What follows belongs to an exercise in optimizing a design on an open flow for small area, a short achievable clock period and few clock cycles; a production flow would make more cautious choices. Where RTL was checked, it was by simulation tests only, not by an equivalence proof against the original. No activity file was given, so power comes from the tool's default toggle rates.

==> wip/zinc: inputs <==
## raycast_column_texture_walker_core
module raycast_column_texture_walker_core #(
  parameter int FRAC_BITS = 16
) (
  input  logic                             clk,
  input  logic                             rst_n,
  input  logic                             cfg_valid,
  output logic                             cfg_ready,
  input  logic [rctw_pkg::CFG_IDX_W-1:0]   cfg_index,
  input  logic [rctw_pkg::CFG_DATA_W-1:0]  cfg_data,
  input  logic                             in_tvalid,
  output logic                             in_tready,
  input  logic [rctw_pkg::IN_TDATA_W-1:0]  in_tdata,
  input  logic                             in_tuser,
  output logic                             out_tvalid,
  input  logic                             out_tready,
  output logic [rctw_pkg::OUT_TDATA_W-1:0] out_tdata,
  output logic [rctw_pkg::OUT_TUSER_W-1:0] out_tuser,
  output logic                             out_tlast
);
Settings: LEC_CHECK=0, CAP_MARGIN=20, CORE_MARGIN=2, CORE_UTILIZATION=60, SLEW_MARGIN=20; clock period 10.0 ns.
standard.sh (not shown) runs the stock make flow with config.mk's settings and CLKGATE_MAP_FILE= SYNTH_SCRIPT=/design/flow/synth_recipe.tcl, a recipe that flattens the netlist after the stock synthesis.
==> flow/flow/run.sh <==
#!/bin/bash
set -euo pipefail
MARGIN=$(cat flow/margin.txt)
sed -E "s/ SETUP_SLACK_MARGIN=[^ ]*//; s/CLKGATE_MAP_FILE= /CLKGATE_MAP_FILE= SETUP_SLACK_MARGIN=$MARGIN /" standard.sh > standard_margin.sh
grep -q "SETUP_SLACK_MARGIN=$MARGIN " standard_margin.sh
bash standard_margin.sh synth > make_synth.log 2>&1
bash standard_margin.sh finish > make_finish.log 2>&1
test -s out/final.def
==> flow/flow/margin.txt <==
7
==> wip/willow (differences from wip/zinc) <==
--- a/flow/design.v
+++ b/flow/design.v
@@ -22,13 +22,12 @@
   input  logic [15:0]               line_height,
   input  logic [10:0]               draw_start,    
   input  logic [10:0]               half_height,   
   input  logic                      advance,       
   output logic                      busy,
   output logic                      busy_nxt,
-  output logic                      prime,
   output logic [rctw_pkg::POS_W-1:0] position
 );
   localparam int PW = rctw_pkg::POS_W;
   logic [4:0]    cnt_r;     
   logic [15:0]   div_r;
   logic [15:0]   rem_r;
@@ -39,33 +38,30 @@
   logic [16:0]   diff;
   logic          fits;
   logic [PW-1:0] add_a;
   logic [PW-1:0] add_b;
   logic [PW-1:0] pos_sum;
   assign busy  = (cnt_r != 5'd0);
-  assign busy_nxt = start || (busy && (cnt_r != 5'd27));
-  assign prime    = (cnt_r == 5'd27);
+  assign busy_nxt = start || (busy && (cnt_r != 5'd26));
   assign trial = {rem_r, quo_r[PW-1]};
   assign diff  = trial - {1'b0, div_r};
   assign fits  = ~diff[16];
-  logic horner;
-  assign horner  = busy && !prime;
-  assign add_a   = horner ? {pos_r[PW-2:0], 1'b0} : pos_r;
-  assign add_b   = horner ? (quo_r[0] ? {{(PW-17){off_r[16]}}, off_r} : '0) : quo_r;
+  assign add_a   = busy ? {pos_r[PW-2:0], 1'b0} : pos_r;
+  assign add_b   = busy ? (quo_r[0] ? {{(PW-17){off_r[16]}}, off_r} : '0) : quo_r;
   assign pos_sum = add_a + add_b;
   always_ff @(posedge clk) begin
     if (!rst_n) begin
       cnt_r <= '0;
       quo_r <= '0;
       pos_r <= '0;
     end else if (start) begin
       cnt_r <= 5'd1;
       quo_r <= {tex_width, 16'd0};
       pos_r <= '0;
     end else if (busy) begin
-      cnt_r <= prime ? 5'd0 : cnt_r + 5'd1;
+      cnt_r <= (cnt_r == 5'd26) ? 5'd0 : cnt_r + 5'd1;
       if (cnt_r <= 5'd25) begin
         quo_r <= {quo_r[PW-2:0], fits};
       end
       pos_r <= pos_sum;
     end else if (advance) begin
       pos_r <= pos_sum;
@@ -255,13 +251,12 @@
   logic [7:0] tex_col;
   logic [24:0] tex_pos;
   logic       cnt_load;
   logic       cnt_dec;
   logic       cnt_one;
   logic       advance;
-  logic       prime;
   rctw_ctrl u_col (
     .clk       (clk),
     .rst_n     (rst_n),
     .start     (col_acc),
     .perp      (in_tdata[114:91]),
     .dir       (side ? in_tdata[72:55] : in_tdata[90:73]),
@@ -284,119 +279,72 @@
     .line_height (in_tdata[131:116]),
     .draw_start  (ds_r),
     .half_height (screen_height_r[11:1]),
     .advance     (advance),
     .busy        (busy_b),
     .busy_nxt    (busy_b_nxt),
-    .prime       (prime),
     .position    (tex_pos)
   );
   logic        active;
   logic        is_sky;
   logic        is_wall;
   logic [11:0] rc_inc;
+  logic        active_inc;
   logic        wall_inc;
+  logic [8:0]  trow;
+  logic [17:0] texel_prod;
   logic [15:0] texel;
   assign rc_inc     = rc_r + 12'd1;
   assign active     = !rc_r[11] && (rc_r < screen_height_r);
   assign is_sky     = rc_r < {1'b0, ds_r};
   assign is_wall    = !is_sky && (rc_r <= {1'b0, de_r});
+  assign active_inc = !rc_inc[11] && (rc_inc < screen_height_r);
   assign wall_inc   = (rc_inc >= {1'b0, ds_r}) && (rc_inc <= {1'b0, de_r});
-  logic [15:0] cs_s_r;
-  logic [15:0] cs_c_r;
-  logic [8:0]  u_r;
-  logic        tex_dirty_r;
-  logic        reprime;
-  logic        cs_load;
-  logic [8:0]  u_raw;
-  logic [8:0]  u;
-  logic [15:0] pp [9];
-  logic [15:0] l1s [3];
-  logic [15:0] l1c [3];
-  logic [15:0] l2s [2];
-  logic [15:0] l2c [2];
-  logic [15:0] l3s, l3c, l4s, l4c;
-  logic [31:0] t1 [3];
-  logic [31:0] t2 [2];
-  logic [31:0] t3, t4;
-  function automatic logic [31:0] csa(input logic [15:0] a, input logic [15:0] b,
-                                      input logic [15:0] c);
-    logic [15:0] sm;
-    logic [15:0] cy;
-    sm = a ^ b ^ c;
-    cy = (a & b) | (a & c) | (b & c);
-    csa = {sm, cy[14:0], 1'b0};
-  endfunction
-  assign u_raw = reprime ? u_r : tex_pos[24:16];
-  assign u     = u_raw & hmask_r;
-  always_comb begin
-    for (int i = 0; i < 9; i++) begin
-      pp[i] = u[i] ? (16'(tex_width_r) << i) : 16'd0;
-    end
-    for (int i = 0; i < 3; i++) begin
-      t1[i]  = csa(pp[3*i], pp[3*i+1], pp[3*i+2]);
-      l1s[i] = t1[i][31:16];
-      l1c[i] = t1[i][15:0];
-    end
-    t2[0]  = csa(l1s[0], l1c[0], l1s[1]);
-    t2[1]  = csa(l1c[1], l1s[2], l1c[2]);
-    l2s[0] = t2[0][31:16];
-    l2c[0] = t2[0][15:0];
-    l2s[1] = t2[1][31:16];
-    l2c[1] = t2[1][15:0];
-    t3     = csa(l2s[0], l2c[0], l2s[1]);
-    l3s    = t3[31:16];
-    l3c    = t3[15:0];
-    t4     = csa(l3s, l3c, l2c[1]);
-    l4s    = t4[31:16];
-    l4c    = t4[15:0];
-  end
-  assign texel = cs_s_r + cs_c_r + {8'd0, tex_col};
+  assign trow       = tex_pos[24:16] & hmask_r;
+  assign texel_prod = trow * tex_width_r;
+  assign texel      = texel_prod[15:0] + {8'd0, tex_col};
   logic        held_r;       
   logic        dirty_r;      
   logic        ff_r;         
   logic        o_valid_r;
   logic [21:0] o_addr_r;
   logic [15:0] o_texel_r;
-  logic [23:0] o_flat_r;
+  logic        o_sky_r;
   logic        o_wall_r;
   logic        o_floor_r;
   logic [1:0]  o_tsel_r;
   logic        o_last_r;
   logic        want;
   logic        can_gen;
   logic        fire;
   logic        held_nxt;
   logic        busy_nxt;
-  logic        busy;
   logic        stall_nxt;
   logic        ff_step;
   logic        ff_begin;
   logic        ff_done;
   logic        rc_zero;
   assign rc_zero  = (rc_r == 12'd0);
   assign want     = (held_r || row_acc) && active;
-  assign can_gen  = (!o_valid_r || out_ready) && !dirty_r && !tex_dirty_r
-                 && !(is_wall && busy);
+  assign can_gen  = (!o_valid_r || out_ready) && !dirty_r;
   assign fire     = want && can_gen;
   assign held_nxt = want && !can_gen;
   assign advance  = fire && is_wall;
   assign ff_begin = dirty_r && !ff_r && !busy_a && !col_acc;
   assign ff_step  = ff_r && !cnt_one && !col_acc;
   assign ff_done  = ff_r && cnt_one;
   assign cnt_load = ff_begin;
   assign cnt_dec  = ff_step;
   assign busy_nxt = busy_a_nxt || busy_b_nxt;
-  assign busy     = busy_a || busy_b;
   always_comb begin
     if (col_acc) begin
-      stall_nxt = (in_tdata[142:132] == 11'd0);
+      stall_nxt = (in_tdata[142:132] == 11'd0) && (screen_height_r != 12'd0);
     end else if (fire) begin
-      stall_nxt = busy_nxt && wall_inc;
+      stall_nxt = busy_nxt && wall_inc && active_inc;
     end else begin
-      stall_nxt = busy_nxt && is_wall;
+      stall_nxt = busy_nxt && is_wall && active;
     end
   end
   always_ff @(posedge clk) begin
     if (!rst_n) begin
       in_tready_r <= 1'b1;
       held_r      <= 1'b0;
@@ -434,38 +382,17 @@
         ff_r <= 1'b0;
       end else if (ff_begin && !rc_zero) begin
         ff_r <= 1'b1;
       end
     end
   end
-  assign reprime = tex_dirty_r && !busy_b;
-  assign cs_load = advance || prime || reprime;
-  always_ff @(posedge clk) begin
-    if (!rst_n) begin
-      tex_dirty_r <= 1'b0;
-      cs_s_r      <= '0;
-      cs_c_r      <= '0;
-      u_r         <= '0;
-    end else begin
-      if (cfg_we && (cfg_index[2:1] == 2'd0)) begin
-        tex_dirty_r <= 1'b1;
-      end else if (reprime || prime) begin
-        tex_dirty_r <= 1'b0;
-      end
-      if (cs_load) begin
-        cs_s_r <= l4s;
-        cs_c_r <= l4c;
-        u_r    <= u_raw;
-      end
-    end
-  end
   always_ff @(posedge clk) begin
     if (fire) begin
       o_addr_r  <= rc_zero ? {11'd0, column_r} : o_addr_r + {10'd0, screen_width_r};
       o_texel_r <= is_wall ? texel : 16'd0;
-      o_flat_r  <= is_sky ? sky_color_r : is_wall ? 24'd0 : floor_color_r;
+      o_sky_r   <= is_sky;
       o_wall_r  <= is_wall;
       o_floor_r <= !is_sky && !is_wall;
       o_tsel_r  <= tsel_r;
       o_last_r  <= ({1'b0, rc_inc} == {1'b0, screen_height_r});
     end else if (ff_begin && !rc_zero) begin
       o_addr_r  <= {11'd0, column_r};
@@ -473,13 +400,13 @@
       o_addr_r  <= o_addr_r + {10'd0, screen_width_r};
     end
   end
   assign out_valid   = o_valid_r;
   assign pixel_addr  = o_addr_r;
   assign texel_index = o_texel_r;
-  assign flat_color  = o_flat_r;
+  assign flat_color  = ({24{o_sky_r}} & sky_color_r) | ({24{o_floor_r}} & floor_color_r);
   assign region      = {o_floor_r, o_wall_r};
   assign texture_id  = o_tsel_r;
   assign last_row    = o_last_r;
 endmodule
 `default_nettype wire
 `timescale 1ns / 1ps
==> flow/run.sh (new file) <==
#!/bin/bash
# synth_recipe.tcl (not shown) runs the flow's synth.tcl, then flattens the netlist and writes it again
# the make line also repeats each setting of config.mk as NAME=value (left out here)
make -C /OpenROAD-flow-scripts/flow DESIGN_CONFIG=/design/flow/config.mk WORK_HOME=/design/flow/orfs CLKGATE_MAP_FILE= SYNTH_SCRIPT=/design/flow/synth_recipe.tcl finish
--- a/flow/config.mk
+++ b/flow/config.mk
@@ -4,8 +4,8 @@
 export VERILOG_FILES = /design/flow/design.v
 export SDC_FILE = /design/flow/constraint.sdc
 export NUM_CORES = 4
 export LEC_CHECK = 0
 export CAP_MARGIN = 20
 export CORE_MARGIN = 2
-export CORE_UTILIZATION = 60
+export CORE_UTILIZATION = 40
 export SLEW_MARGIN = 20
removed: flow/flow/run.sh
removed: flow/flow/margin.txt
removed: flow/standard.sh
==> wip/fjord (differences from wip/zinc) <==
--- a/flow/design.v
+++ b/flow/design.v
@@ -22,13 +22,12 @@
   input  logic [15:0]               line_height,
   input  logic [10:0]               draw_start,    
   input  logic [10:0]               half_height,   
   input  logic                      advance,       
   output logic                      busy,
   output logic                      busy_nxt,
-  output logic                      prime,
   output logic [rctw_pkg::POS_W-1:0] position
 );
   localparam int PW = rctw_pkg::POS_W;
   logic [4:0]    cnt_r;     
   logic [15:0]   div_r;
   logic [15:0]   rem_r;
@@ -39,33 +38,30 @@
   logic [16:0]   diff;
   logic          fits;
   logic [PW-1:0] add_a;
   logic [PW-1:0] add_b;
   logic [PW-1:0] pos_sum;
   assign busy  = (cnt_r != 5'd0);
-  assign busy_nxt = start || (busy && (cnt_r != 5'd27));
-  assign prime    = (cnt_r == 5'd27);
+  assign busy_nxt = start || (busy && (cnt_r != 5'd26));
   assign trial = {rem_r, quo_r[PW-1]};
   assign diff  = trial - {1'b0, div_r};
   assign fits  = ~diff[16];
-  logic horner;
-  assign horner  = busy && !prime;
-  assign add_a   = horner ? {pos_r[PW-2:0], 1'b0} : pos_r;
-  assign add_b   = horner ? (quo_r[0] ? {{(PW-17){off_r[16]}}, off_r} : '0) : quo_r;
+  assign add_a   = busy ? {pos_r[PW-2:0], 1'b0} : pos_r;
+  assign add_b   = busy ? (quo_r[0] ? {{(PW-17){off_r[16]}}, off_r} : '0) : quo_r;
   assign pos_sum = add_a + add_b;
   always_ff @(posedge clk) begin
     if (!rst_n) begin
       cnt_r <= '0;
       quo_r <= '0;
       pos_r <= '0;
     end else if (start) begin
       cnt_r <= 5'd1;
       quo_r <= {tex_width, 16'd0};
       pos_r <= '0;
     end else if (busy) begin
-      cnt_r <= prime ? 5'd0 : cnt_r + 5'd1;
+      cnt_r <= (cnt_r == 5'd26) ? 5'd0 : cnt_r + 5'd1;
       if (cnt_r <= 5'd25) begin
         quo_r <= {quo_r[PW-2:0], fits};
       end
       pos_r <= pos_sum;
     end else if (advance) begin
       pos_r <= pos_sum;
@@ -255,13 +251,12 @@
   logic [7:0] tex_col;
   logic [24:0] tex_pos;
   logic       cnt_load;
   logic       cnt_dec;
   logic       cnt_one;
   logic       advance;
-  logic       prime;
   rctw_ctrl u_col (
     .clk       (clk),
     .rst_n     (rst_n),
     .start     (col_acc),
     .perp      (in_tdata[114:91]),
     .dir       (side ? in_tdata[72:55] : in_tdata[90:73]),
@@ -284,83 +279,37 @@
     .line_height (in_tdata[131:116]),
     .draw_start  (ds_r),
     .half_height (screen_height_r[11:1]),
     .advance     (advance),
     .busy        (busy_b),
     .busy_nxt    (busy_b_nxt),
-    .prime       (prime),
     .position    (tex_pos)
   );
   logic        active;
   logic        is_sky;
   logic        is_wall;
   logic [11:0] rc_inc;
   logic        wall_inc;
+  logic [8:0]  trow;
+  logic [17:0] texel_prod;
   logic [15:0] texel;
   assign rc_inc     = rc_r + 12'd1;
   assign active     = !rc_r[11] && (rc_r < screen_height_r);
   assign is_sky     = rc_r < {1'b0, ds_r};
   assign is_wall    = !is_sky && (rc_r <= {1'b0, de_r});
   assign wall_inc   = (rc_inc >= {1'b0, ds_r}) && (rc_inc <= {1'b0, de_r});
-  logic [15:0] cs_s_r;
-  logic [15:0] cs_c_r;
-  logic [8:0]  u_r;
-  logic        tex_dirty_r;
-  logic        reprime;
-  logic        cs_load;
-  logic [8:0]  u_raw;
-  logic [8:0]  u;
-  logic [15:0] pp [9];
-  logic [15:0] l1s [3];
-  logic [15:0] l1c [3];
-  logic [15:0] l2s [2];
-  logic [15:0] l2c [2];
-  logic [15:0] l3s, l3c, l4s, l4c;
-  logic [31:0] t1 [3];
-  logic [31:0] t2 [2];
-  logic [31:0] t3, t4;
-  function automatic logic [31:0] csa(input logic [15:0] a, input logic [15:0] b,
-                                      input logic [15:0] c);
-    logic [15:0] sm;
-    logic [15:0] cy;
-    sm = a ^ b ^ c;
-    cy = (a & b) | (a & c) | (b & c);
-    csa = {sm, cy[14:0], 1'b0};
-  endfunction
-  assign u_raw = reprime ? u_r : tex_pos[24:16];
-  assign u     = u_raw & hmask_r;
-  always_comb begin
-    for (int i = 0; i < 9; i++) begin
-      pp[i] = u[i] ? (16'(tex_width_r) << i) : 16'd0;
-    end
-    for (int i = 0; i < 3; i++) begin
-      t1[i]  = csa(pp[3*i], pp[3*i+1], pp[3*i+2]);
-      l1s[i] = t1[i][31:16];
-      l1c[i] = t1[i][15:0];
-    end
-    t2[0]  = csa(l1s[0], l1c[0], l1s[1]);
-    t2[1]  = csa(l1c[1], l1s[2], l1c[2]);
-    l2s[0] = t2[0][31:16];
-    l2c[0] = t2[0][15:0];
-    l2s[1] = t2[1][31:16];
-    l2c[1] = t2[1][15:0];
-    t3     = csa(l2s[0], l2c[0], l2s[1]);
-    l3s    = t3[31:16];
-    l3c    = t3[15:0];
-    t4     = csa(l3s, l3c, l2c[1]);
-    l4s    = t4[31:16];
-    l4c    = t4[15:0];
-  end
-  assign texel = cs_s_r + cs_c_r + {8'd0, tex_col};
+  assign trow       = tex_pos[24:16] & hmask_r;
+  assign texel_prod = trow * tex_width_r;
+  assign texel      = texel_prod[15:0] + {8'd0, tex_col};
   logic        held_r;       
   logic        dirty_r;      
   logic        ff_r;         
   logic        o_valid_r;
   logic [21:0] o_addr_r;
   logic [15:0] o_texel_r;
-  logic [23:0] o_flat_r;
+  logic        o_sky_r;
   logic        o_wall_r;
   logic        o_floor_r;
   logic [1:0]  o_tsel_r;
   logic        o_last_r;
   logic        want;
   logic        can_gen;
@@ -372,14 +321,13 @@
   logic        ff_step;
   logic        ff_begin;
   logic        ff_done;
   logic        rc_zero;
   assign rc_zero  = (rc_r == 12'd0);
   assign want     = (held_r || row_acc) && active;
-  assign can_gen  = (!o_valid_r || out_ready) && !dirty_r && !tex_dirty_r
-                 && !(is_wall && busy);
+  assign can_gen  = (!o_valid_r || out_ready) && !dirty_r && !(is_wall && busy);
   assign fire     = want && can_gen;
   assign held_nxt = want && !can_gen;
   assign advance  = fire && is_wall;
   assign ff_begin = dirty_r && !ff_r && !busy_a && !col_acc;
   assign ff_step  = ff_r && !cnt_one && !col_acc;
   assign ff_done  = ff_r && cnt_one;
@@ -434,38 +382,17 @@
         ff_r <= 1'b0;
       end else if (ff_begin && !rc_zero) begin
         ff_r <= 1'b1;
       end
     end
   end
-  assign reprime = tex_dirty_r && !busy_b;
-  assign cs_load = advance || prime || reprime;
-  always_ff @(posedge clk) begin
-    if (!rst_n) begin
-      tex_dirty_r <= 1'b0;
-      cs_s_r      <= '0;
-      cs_c_r      <= '0;
-      u_r         <= '0;
-    end else begin
-      if (cfg_we && (cfg_index[2:1] == 2'd0)) begin
-        tex_dirty_r <= 1'b1;
-      end else if (reprime || prime) begin
-        tex_dirty_r <= 1'b0;
-      end
-      if (cs_load) begin
-        cs_s_r <= l4s;
-        cs_c_r <= l4c;
-        u_r    <= u_raw;
-      end
-    end
-  end
   always_ff @(posedge clk) begin
     if (fire) begin
       o_addr_r  <= rc_zero ? {11'd0, column_r} : o_addr_r + {10'd0, screen_width_r};
       o_texel_r <= is_wall ? texel : 16'd0;
-      o_flat_r  <= is_sky ? sky_color_r : is_wall ? 24'd0 : floor_color_r;
+      o_sky_r   <= is_sky;
       o_wall_r  <= is_wall;
       o_floor_r <= !is_sky && !is_wall;
       o_tsel_r  <= tsel_r;
       o_last_r  <= ({1'b0, rc_inc} == {1'b0, screen_height_r});
     end else if (ff_begin && !rc_zero) begin
       o_addr_r  <= {11'd0, column_r};
@@ -473,13 +400,13 @@
       o_addr_r  <= o_addr_r + {10'd0, screen_width_r};
     end
   end
   assign out_valid   = o_valid_r;
   assign pixel_addr  = o_addr_r;
   assign texel_index = o_texel_r;
-  assign flat_color  = o_flat_r;
+  assign flat_color  = ({24{o_sky_r}} & sky_color_r) | ({24{o_floor_r}} & floor_color_r);
   assign region      = {o_floor_r, o_wall_r};
   assign texture_id  = o_tsel_r;
   assign last_row    = o_last_r;
 endmodule
 `default_nettype wire
 `timescale 1ns / 1ps
==> flow/run.sh (new file) <==
#!/bin/bash
# synth_recipe.tcl (not shown) runs the flow's synth.tcl, then flattens the netlist and writes it again
# the make line also repeats each setting of config.mk as NAME=value (left out here)
make -C /OpenROAD-flow-scripts/flow DESIGN_CONFIG=/design/flow/config.mk WORK_HOME=/design/flow/orfs CLKGATE_MAP_FILE= SYNTH_SCRIPT=/design/flow/synth_recipe.tcl finish
--- a/flow/config.mk
+++ b/flow/config.mk
@@ -5,7 +5,8 @@
 export SDC_FILE = /design/flow/constraint.sdc
 export NUM_CORES = 4
 export LEC_CHECK = 0
 export CAP_MARGIN = 20
 export CORE_MARGIN = 2
 export CORE_UTILIZATION = 60
+export SETUP_SLACK_MARGIN = 5
 export SLEW_MARGIN = 20
removed: flow/flow/run.sh
removed: flow/flow/margin.txt
removed: flow/standard.sh
==> qor summary <==
item                                                                                      wip/zinc                         wip/fjord                        wip/willow
Status                                                                              finished clean                    finished clean                    finished clean
Hold worst-path end                                                     u_dp.o_tsel_r[1]$_DFFE_PP_        u_dp.o_tsel_r[1]$_DFFE_PP_         u_dp.de_r[1]$_SDFFE_PN0P_
Count of fill cells added during filler insertion                                             2480                              3584                              6301
Uppermost metal layer occupied by signal nets                                                 met5                              met4                              met5
Number of core rows                                                                             80                                77                                94
Critical path launch point                                         u_dp.u_col.st_r[1]$_SDFFE_PP0N_      u_dp.hmask_r[4]$_SDFFE_PN1P_  u_dp.tex_width_r[2]$_SDFFE_PN0P_
Clock network latency to the later pin of the worst-skew pair                               630 ps                            590 ps                            610 ps
Tap cell count                                                                                 615                               592                               864
Ratio of routed vias to standard cells                                                        6.46                              5.87                              5.36
Pwr Total                                                                                  8.22 mW                           5.99 mW                           5.58 mW
Number of antenna violations at the first check in global routing                                2                                 0                                 3
Worst stage delay on the critical path                                                      410 ps                            530 ps                            650 ps
Finished Core Util                                                                           0.853                             0.704                             0.474
Length of routed wiring on met1                                                           38600 um                          28900 um                          34900 um
All-layer global routing usage                                                               0.367                             0.302                             0.212
Storage cell area                                                                        10700 um2                          9270 um2                          9220 um2
Internal power of the cells                                                                5.16 mW                           3.83 mW                           3.66 mW
Proportion of cell area occupied by multi-input gates                                        0.496                             0.526                             0.519
Post-synthesis xor/xnor area fraction                                                       0.0567                            0.0592                            0.0581
Portion of the layout cell area used by non-clock buffers                                    0.159                            0.0836                            0.0829
Vias in the first global route                                                               26800                             22800                             22000
Crit Reg-Reg Endpoint                                              u_dp.u_col.a_r[17]$_SDFFE_PP0P_  u_dp.o_texel_r[15]$_SDFFCE_PN0P_  u_dp.o_texel_r[15]$_SDFFCE_PN0P_
Leakage power of the design                                                                16.9 nW                           13.0 nW                           13.4 nW
Critical-path top delay cell                                                 sky130_fd_sc_hd__fa_2             sky130_fd_sc_hd__fa_1          sky130_fd_sc_hd__dfxtp_1
Clock buffer cells                                                                              74                                54                                64
Post-CTS setup buffer count                                                                    193                                 0                                 0
Cells on worst reg2reg path                                                                     19                                19                                17
Testbench counts of wip/willow, summed over its fixed seeds: cycles 28,167.
For wip/zinc and wip/fjord, only the layout was checked, not whether the RTL still works.

## static timing again, ports no longer ideal
The results above use ideal ports. As a check the final layouts listed here were re-extracted and re-timed, cells and wires unchanged. Step 1: set_driving_cell puts a clkbuf_16 on clk and a buf_2 on each other input, an assumption about the parent block. Step 2 adds t to the input delays and takes it off the output delays; t is the mean of the earliest and latest rising clock arrival at the registers after step 1. Input paths then give back, and output paths get back, about the clock's delay inside the block. a / b / c = ideal ports / drivers / drivers and shift; a / b = the first two.
run | t (ns) | slack for setup (ns) | hold slack, ns | worst data-port slew with drivers (ns) | cell pins on the clock port's net
wip/zinc | 0.680 | 5.667 / 5.667 / 5.581 | 0.441 / 0.441 / 0.441 | 0.07 | 1
wip/willow | 0.655 | 4.605 / 4.605 / 4.252 | 0.465 / 0.465 / 0.465 | 0.07 | 1
wip/fjord | 0.637 | 5.088 / 5.088 / 4.669 | 0.446 / 0.446 / 0.446 | 0.09 | 1
After both steps setup and hold are still met in every run listed. For wip/fjord, which loses most, drivers alone change the setup slack by 0.000 ns; drivers and shift together by -0.419 ns.
